Background: an optimization exercise with open tools, aiming at small area, a short achievable clock period and few clock cycles. Do not read the settings as production practice. Where RTL was checked, it was by simulation tests only, not by an equivalence proof against the original. Power and IR drop assume default switching activity.

Design delta_list_sleep_queue, start of the top module:
module delta_list_sleep_queue #(
    parameter int MAX_TASKS   = dls_pkg::MAX_TASKS_DEF,
    parameter int DELAY_WIDTH = dls_pkg::DELAY_WIDTH_DEF
) (
    input  logic                            i_clk,
    input  logic                            i_rst_n,
    input  logic                            s_tvalid,
    output logic                            s_tready,
    input  logic [dls_pkg::S_DATA_W-1:0]    s_tdata,    
    input  logic [dls_pkg::KIND_W-1:0]      s_tuser,    
    output logic                            m_tvalid,
    input  logic                            m_tready,
    output logic [dls_pkg::M_DATA_W-1:0]    m_tdata,    
    output logic                            m_tlast
);
For scale: roughly 1300 cells after synthesis, ~350 flip-flops, roughly 41 I/O pins.
==> flow/config.mk <==
export PLATFORM = sky130hd
export DESIGN_NAME = delta_list_sleep_queue
export DESIGN_NICKNAME = delta_list_sleep_queue
export VERILOG_FILES = /design/flow/design.v
export SDC_FILE = /design/flow/constraint.sdc
export NUM_CORES = 4
export LEC_CHECK = 0
export CAP_MARGIN = 20
export CORE_MARGIN = 2
export CORE_UTILIZATION = 60
export CTS_BUF_LIST = sky130_fd_sc_hd__clkbuf_8
export SETUP_SLACK_MARGIN = 4.0
export SLEW_MARGIN = 20
==> flow/constraint.sdc <==
create_clock -name core_clock -period 7.0 [get_ports {i_clk}]
set_input_delay 1.4000 -clock core_clock [delete_from_list [all_inputs] [get_ports {i_clk}]]
set_output_delay 1.4000 -clock core_clock [all_outputs]
set_load 0.01 [all_outputs]
run.sh (not shown) runs the stock make flow with config.mk's settings and CLKGATE_MAP_FILE= SYNTH_SCRIPT=/design/flow/synth_recipe.tcl, a recipe that flattens the netlist after the stock synthesis.
==> next run, changes <==
Settings changed: SETUP_SLACK_MARGIN 4.0 to 4.3.
Synthesized cell count does not change.
Non-clock buffer count came out higher by 33.
Area after synthesis stays the same.
Setup slack is better by 0.095 ns.
Worst hold slack is better by 0.024 ns.
No functional check of the RTL was part of any run of this note.

* * *

## red
The RTL this note starts from:
==> flow/design.v <==
package dls_pkg;
    localparam int MAX_TASKS_DEF   = 16;
    localparam int DELAY_WIDTH_DEF = 16;
    localparam int ID_W       = 4;
    localparam int NUM_IDS    = 16;
    localparam int KIND_W     = 2;
    localparam int DELAY_IN_W = 16;
    localparam int STATUS_W   = 2;
    localparam int S_DATA_W   = 24;
    localparam int M_DATA_W   = 8;
    localparam logic [KIND_W-1:0] KIND_ADD    = 2'd0;
    localparam logic [KIND_W-1:0] KIND_REMOVE = 2'd1;
    localparam logic [KIND_W-1:0] KIND_TICK   = 2'd2;
    localparam logic [KIND_W-1:0] KIND_NOP    = 2'd3;
    localparam logic [STATUS_W-1:0] ST_DONE      = 2'd0;
    localparam logic [STATUS_W-1:0] ST_ZERO      = 2'd1;
    localparam logic [STATUS_W-1:0] ST_NOT_FOUND = 2'd2;
    localparam logic [STATUS_W-1:0] ST_WAITING   = 2'd3;
endpackage
module dls_cell #(
    parameter int DELAY_WIDTH = dls_pkg::DELAY_WIDTH_DEF
) (
    input  logic                   i_clk,
    input  logic                   i_we,
    input  logic [DELAY_WIDTH-1:0] i_due,
    input  logic                   i_one,
    input  logic                   i_move,
    input  logic [DELAY_WIDTH-1:0] i_now,
    output logic                   o_hit
);
    logic [DELAY_WIDTH-1:0] r_due;
    logic                   r_hit;
    always_ff @(posedge i_clk) begin
        if (i_we) begin
            r_due <= i_due;
            r_hit <= i_one;
        end else if (i_move) begin
            r_hit <= (r_due == i_now);
        end
    end
    assign o_hit = r_hit;
endmodule
module dls_ctrl (
    input  logic                               i_clk,
    input  logic                               i_rst_n,
    input  logic                               s_tvalid,
    output logic                               s_tready,
    input  logic [dls_pkg::KIND_W-1:0]         s_kind,
    input  logic [dls_pkg::ID_W-1:0]           s_id,
    input  logic [dls_pkg::DELAY_IN_W-1:0]     s_delay,
    output logic                               o_w_valid,
    output logic [dls_pkg::KIND_W-1:0]         o_w_kind,
    output logic [dls_pkg::ID_W-1:0]           o_w_id,
    output logic [dls_pkg::DELAY_IN_W-1:0]     o_w_delay,
    input  logic                               i_w_take,
    input  logic                               i_busy_next,
    input  logic                               i_push,
    input  logic [dls_pkg::M_DATA_W:0]         i_push_word,    
    output logic                               o_room,
    output logic                               m_tvalid,
    input  logic                               m_tready,
    output logic [dls_pkg::M_DATA_W:0]         m_word
);
    logic                           r_ready;
    logic                           r_w_valid;
    logic [dls_pkg::KIND_W-1:0]     r_w_kind;
    logic [dls_pkg::ID_W-1:0]       r_w_id;
    logic [dls_pkg::DELAY_IN_W-1:0] r_w_delay;
    logic                           r_v0, r_v1;
    logic [dls_pkg::M_DATA_W:0]     r_q0, r_q1;
    logic                           pop, w_valid_n, v0_n, v1_n;
    assign w_valid_n = (r_w_valid && !i_w_take) || (s_tvalid && r_ready);
    always_ff @(posedge i_clk) begin
        if (!i_rst_n) begin
            r_w_valid <= 1'b0;
            r_ready   <= 1'b1;
        end else begin
            r_w_valid <= w_valid_n;
            r_ready   <= !w_valid_n || !(i_busy_next || v1_n);
        end
        if (r_ready) begin
            r_w_kind  <= s_kind;
            r_w_id    <= s_id;
            r_w_delay <= s_delay;
        end
    end
    assign s_tready  = r_ready;
    assign o_w_valid = r_w_valid;
    assign o_w_kind  = r_w_kind;
    assign o_w_id    = r_w_id;
    assign o_w_delay = r_w_delay;
    assign pop    = r_v0 && m_tready;
    assign o_room = !r_v1;
    always_comb begin
        v0_n = r_v0;
        v1_n = r_v1;
        if (pop) begin
            v0_n = r_v1 || i_push;
            v1_n = 1'b0;
        end else if (i_push) begin
            v0_n = 1'b1;
            v1_n = r_v0;
        end
    end
    always_ff @(posedge i_clk) begin
        if (!i_rst_n) begin
            r_v0 <= 1'b0;
            r_v1 <= 1'b0;
        end else begin
            r_v0 <= v0_n;
            r_v1 <= v1_n;
        end
        if (pop) begin
            r_q0 <= r_v1 ? r_q1 : i_push_word;
        end else if (!r_v0) begin
            r_q0 <= i_push_word;
        end
        if (i_push && r_v0 && !pop) begin
            r_q1 <= i_push_word;
        end
    end
    assign m_tvalid = r_v0;
    assign m_word   = r_q0;
endmodule
module delta_list_sleep_queue #(
    parameter int MAX_TASKS   = dls_pkg::MAX_TASKS_DEF,
    parameter int DELAY_WIDTH = dls_pkg::DELAY_WIDTH_DEF
) (
    input  logic                            i_clk,
    input  logic                            i_rst_n,
    input  logic                            s_tvalid,
    output logic                            s_tready,
    input  logic [dls_pkg::S_DATA_W-1:0]    s_tdata,    
    input  logic [dls_pkg::KIND_W-1:0]      s_tuser,    
    output logic                            m_tvalid,
    input  logic                            m_tready,
    output logic [dls_pkg::M_DATA_W-1:0]    m_tdata,    
    output logic                            m_tlast
);
    localparam int IW = dls_pkg::ID_W;
    logic                           w_valid;
    logic [dls_pkg::KIND_W-1:0]     w_kind;
    logic [IW-1:0]                  w_id;
    logic [DELAY_WIDTH-1:0]         w_delay;
    logic                           room;
    logic                           push;
    logic [dls_pkg::M_DATA_W:0]     push_word;
    logic [dls_pkg::M_DATA_W:0]     m_word;
    logic                           r_rel;        
    logic [MAX_TASKS-1:0]           r_wait;       
    logic [DELAY_WIDTH-1:0]         r_now;        
    logic [MAX_TASKS-1:0]           hit, due, rest, first, set, clr, we;
    logic [DELAY_WIDTH-1:0]         new_due;
    logic                           take, act, is_add, is_rem, is_tick;
    logic                           add_ok, rem_ok, releasing, last, rel_n, moved;
    logic [IW-1:0]                  rel_id;
    logic [dls_pkg::STATUS_W-1:0]   status;
    dls_ctrl u_ctrl (
        .i_clk       (i_clk),
        .i_rst_n     (i_rst_n),
        .s_tvalid    (s_tvalid),
        .s_tready    (s_tready),
        .s_kind      (s_tuser),
        .s_id        (s_tdata[3:0]),
        .s_delay     (s_tdata[19:4]),
        .o_w_valid   (w_valid),
        .o_w_kind    (w_kind),
        .o_w_id      (w_id),
        .o_w_delay   (w_delay),
        .i_w_take    (take),
        .i_busy_next (rel_n),
        .i_push      (push),
        .i_push_word (push_word),
        .o_room      (room),
        .m_tvalid    (m_tvalid),
        .m_tready    (m_tready),
        .m_word      (m_word)
    );
    assign {m_tdata, m_tlast} = m_word;
    assign new_due = r_now + w_delay - DELAY_WIDTH'(2);
    for (genvar g = 0; g < MAX_TASKS; g++) begin : g_slot
        dls_cell #(
            .DELAY_WIDTH (DELAY_WIDTH)
        ) u_cell (
            .i_clk (i_clk),
            .i_we    (we[g]),
            .i_due   (new_due),
            .i_one   (w_delay == DELAY_WIDTH'(1)),
            .i_move  (moved),
            .i_now   (r_now),
            .o_hit   (hit[g])
        );
    end
    assign act     = room && !r_rel;                  
    assign take    = act && w_valid;
    assign is_add  = take && (w_kind == dls_pkg::KIND_ADD);
    assign is_rem  = take && (w_kind == dls_pkg::KIND_REMOVE);
    assign is_tick = take && (w_kind == dls_pkg::KIND_TICK);
    assign add_ok  = (w_delay != '0) && !r_wait[w_id];
    assign rem_ok  = r_wait[w_id];
    assign due = r_wait & hit;
    always_comb begin
        logic below;
        below = 1'b0;
        for (int i = 0; i < MAX_TASKS; i++) begin
            first[i] = due[i] && !below;
            rest[i]  = due[i] && below;
            below    = below || due[i];
        end
    end
    always_comb begin
        rel_id = '0;
        for (int i = 0; i < MAX_TASKS; i++) begin
            if (first[i]) rel_id = rel_id | IW'(i);
        end
    end
    assign releasing = room && (r_rel || (is_tick && (due != '0)));
    assign moved     = (is_tick && (due == '0)) || (releasing && last);
    assign last      = (rest == '0);
    assign rel_n     = releasing ? !last : r_rel;
    always_comb begin
        for (int i = 0; i < MAX_TASKS; i++) begin
            set[i] = is_add && add_ok && (w_id == IW'(i));
            clr[i] = (is_rem && (w_id == IW'(i))) || (releasing && first[i]);
        end
    end
    assign we = set;
    always_comb begin
        if (w_kind == dls_pkg::KIND_ADD) begin
            status = (w_delay == '0) ? dls_pkg::ST_ZERO :
                     r_wait[w_id]    ? dls_pkg::ST_WAITING : dls_pkg::ST_DONE;
        end else if (w_kind == dls_pkg::KIND_REMOVE) begin
            status = rem_ok ? dls_pkg::ST_DONE : dls_pkg::ST_NOT_FOUND;
        end else begin
            status = dls_pkg::ST_DONE;
        end
    end
    assign push = releasing || (take && (w_kind != dls_pkg::KIND_NOP));
    assign push_word = releasing ? {last, rel_id, 1'b1, dls_pkg::ST_DONE, last}
                                 : {1'b0, {IW{1'b0}}, 1'b0, status, 1'b1};
    always_ff @(posedge i_clk) begin
        if (!i_rst_n) begin
            r_rel  <= 1'b0;
            r_wait <= '0;
            r_now  <= '0;
        end else begin
            r_rel  <= rel_n;
            r_wait <= (r_wait & ~clr) | set;
            if (moved) begin
                r_now <= r_now + DELAY_WIDTH'(1);
            end
        end
    end
endmodule
clock: 7.0 ns
lec_check: 0
abc_area: 1
cap_margin: 0
core_margin: 2
core_utilization: 60
cts_buf_list: sky130_fd_sc_hd__clkbuf_8
cts_cluster_diameter: 60
cts_cluster_size: 16
setup_slack_margin: 4.15
slew_margin: 0
Testbench counts of red, summed over its fixed seeds: cycles 5,063.
Changes in blue relative to red:
# red
export LEC_CHECK = 0
export ABC_AREA = 1
export CAP_MARGIN = 0
export CORE_MARGIN = 2
export CORE_UTILIZATION = 60
export CTS_BUF_LIST = sky130_fd_sc_hd__clkbuf_8
export CTS_CLUSTER_DIAMETER = 60
export CTS_CLUSTER_SIZE = 16
export SETUP_SLACK_MARGIN = 4.15
export SLEW_MARGIN = 0
create_clock -name core_clock -period 7.0 [get_ports {i_clk}]
# blue
export LEC_CHECK = 0
export ABC_AREA = 1
export CAP_MARGIN = 20
export CORE_MARGIN = 2
export CORE_UTILIZATION = 55
export SETUP_SLACK_MARGIN = 4.0
export SLEW_MARGIN = 20
create_clock -name core_clock -period 7.0 [get_ports {i_clk}]
==> flow/flow/run.sh (new file) <==
#!/bin/bash
# The standard layout, with plain buffers (buf_2) on the ports in place of
# the slow delay buffers buffer_ports picks by default.
set -euo pipefail
export BUFFER_PORTS_ARGS="-buffer_cell sky130_fd_sc_hd__buf_2"
bash standard.sh > standard_flow.log 2>&1
==> flow/standard.sh (new file) <==
#!/bin/bash
# synth_recipe.tcl (not shown) runs the flow's synth.tcl, then flattens the netlist and writes it again
# the make line also repeats each setting of config.mk as NAME=value (left out here)
make -C /OpenROAD-flow-scripts/flow DESIGN_CONFIG=/design/flow/config.mk WORK_HOME=/design/flow/orfs CLKGATE_MAP_FILE= SYNTH_SCRIPT=/design/flow/synth_recipe.tcl "${@:-finish}"
removed: flow/run.sh
Results
- blue reached the end of the flow, and the finished layout is clean on the timing, design-rule and antenna checks.
- The final reports for blue and red show via count higher in the former.
- The higher cell area came out of blue.
- red and blue ended up with roughly the same total number of multi-input combinational cells.
- Comparing blue and red, the higher global-route usage over all layers is on red.
- Count of clock buffers in the final design: blue > red
- The last element of the critical path comes out g_slot[5].u_cell.r_due[13] in one run and g_slot[11].u_cell.r_due[13] in the other, namely in blue and red respectively.
Setup changes, blue to green
# blue
export LEC_CHECK = 0
export ABC_AREA = 1
export CAP_MARGIN = 20
export CORE_MARGIN = 2
export CORE_UTILIZATION = 55
export SETUP_SLACK_MARGIN = 4.0
export SLEW_MARGIN = 20
create_clock -name core_clock -period 7.0 [get_ports {i_clk}]
# green
export LEC_CHECK = 0
export ABC_AREA = 1
export CAP_MARGIN = 20
export CORE_MARGIN = 2
export CORE_UTILIZATION = 60
export CTS_BUF_LIST = sky130_fd_sc_hd__clkbuf_16
export CTS_CLUSTER_DIAMETER = 80
export CTS_CLUSTER_SIZE = 25
export SETUP_SLACK_MARGIN = 4.15
export SLEW_MARGIN = 20
create_clock -name core_clock -period 7.0 [get_ports {i_clk}]
==> flow/run.sh (new file) <==
#!/bin/bash
# synth_recipe.tcl (not shown) runs the flow's synth.tcl, then flattens the netlist and writes it again
# the make line also repeats each setting of config.mk as NAME=value (left out here)
make -C /OpenROAD-flow-scripts/flow DESIGN_CONFIG=/design/flow/config.mk WORK_HOME=/design/flow/orfs CLKGATE_MAP_FILE= SYNTH_SCRIPT=/design/flow/synth_recipe.tcl finish
removed: flow/flow/run.sh
removed: flow/standard.sh
### Flow results
- green vs. blue: area of the core region decreased about 9%, y dimension of the die decreased about 4%, total power per unit cell area decreased 15%.
- Slowest cell on the critical path: sky130_fd_sc_hd__dfxtp_2 -> blue, sky130_fd_sc_hd__fa_2 -> green

-- static timing again, ports no longer ideal --
Ports are ideal in the flow. The routed layouts listed here were re-timed in OpenROAD.
Step 1 assumes that a clkbuf_16 drives the clock port and a buf_2 every other input.
Step 2 times the ports against the registers' clock, not the clock port: input delays grow and output delays shrink by t, the midpoint of the rising clock arrivals with the driver on.
Three values: ideal, step 1, step 2; two values: the first two.
| run | shift t [ns] | setup WS [ns] | pins driven straight from the clock port |
|---|---|---|---|
| the first run of note 1 | 0.619 | 3.960 / 3.980 / 3.362 | 1 |
| the second run of note 1 | 0.625 | 4.054 / 4.054 / 3.466 | 1 |
| red | 0.657 | 4.195 / 4.195 / 3.697 | 1 |
| blue | 0.574 | 4.076 / 4.064 / 4.007 | 1 |
| green | 0.573 | 4.164 / 4.160 / 3.970 | 1 |
After both steps every run listed still meets setup and hold. The setup slack of the first run of note 1, which loses most, moves by +0.020 ns with the drivers and by -0.598 ns with both steps.
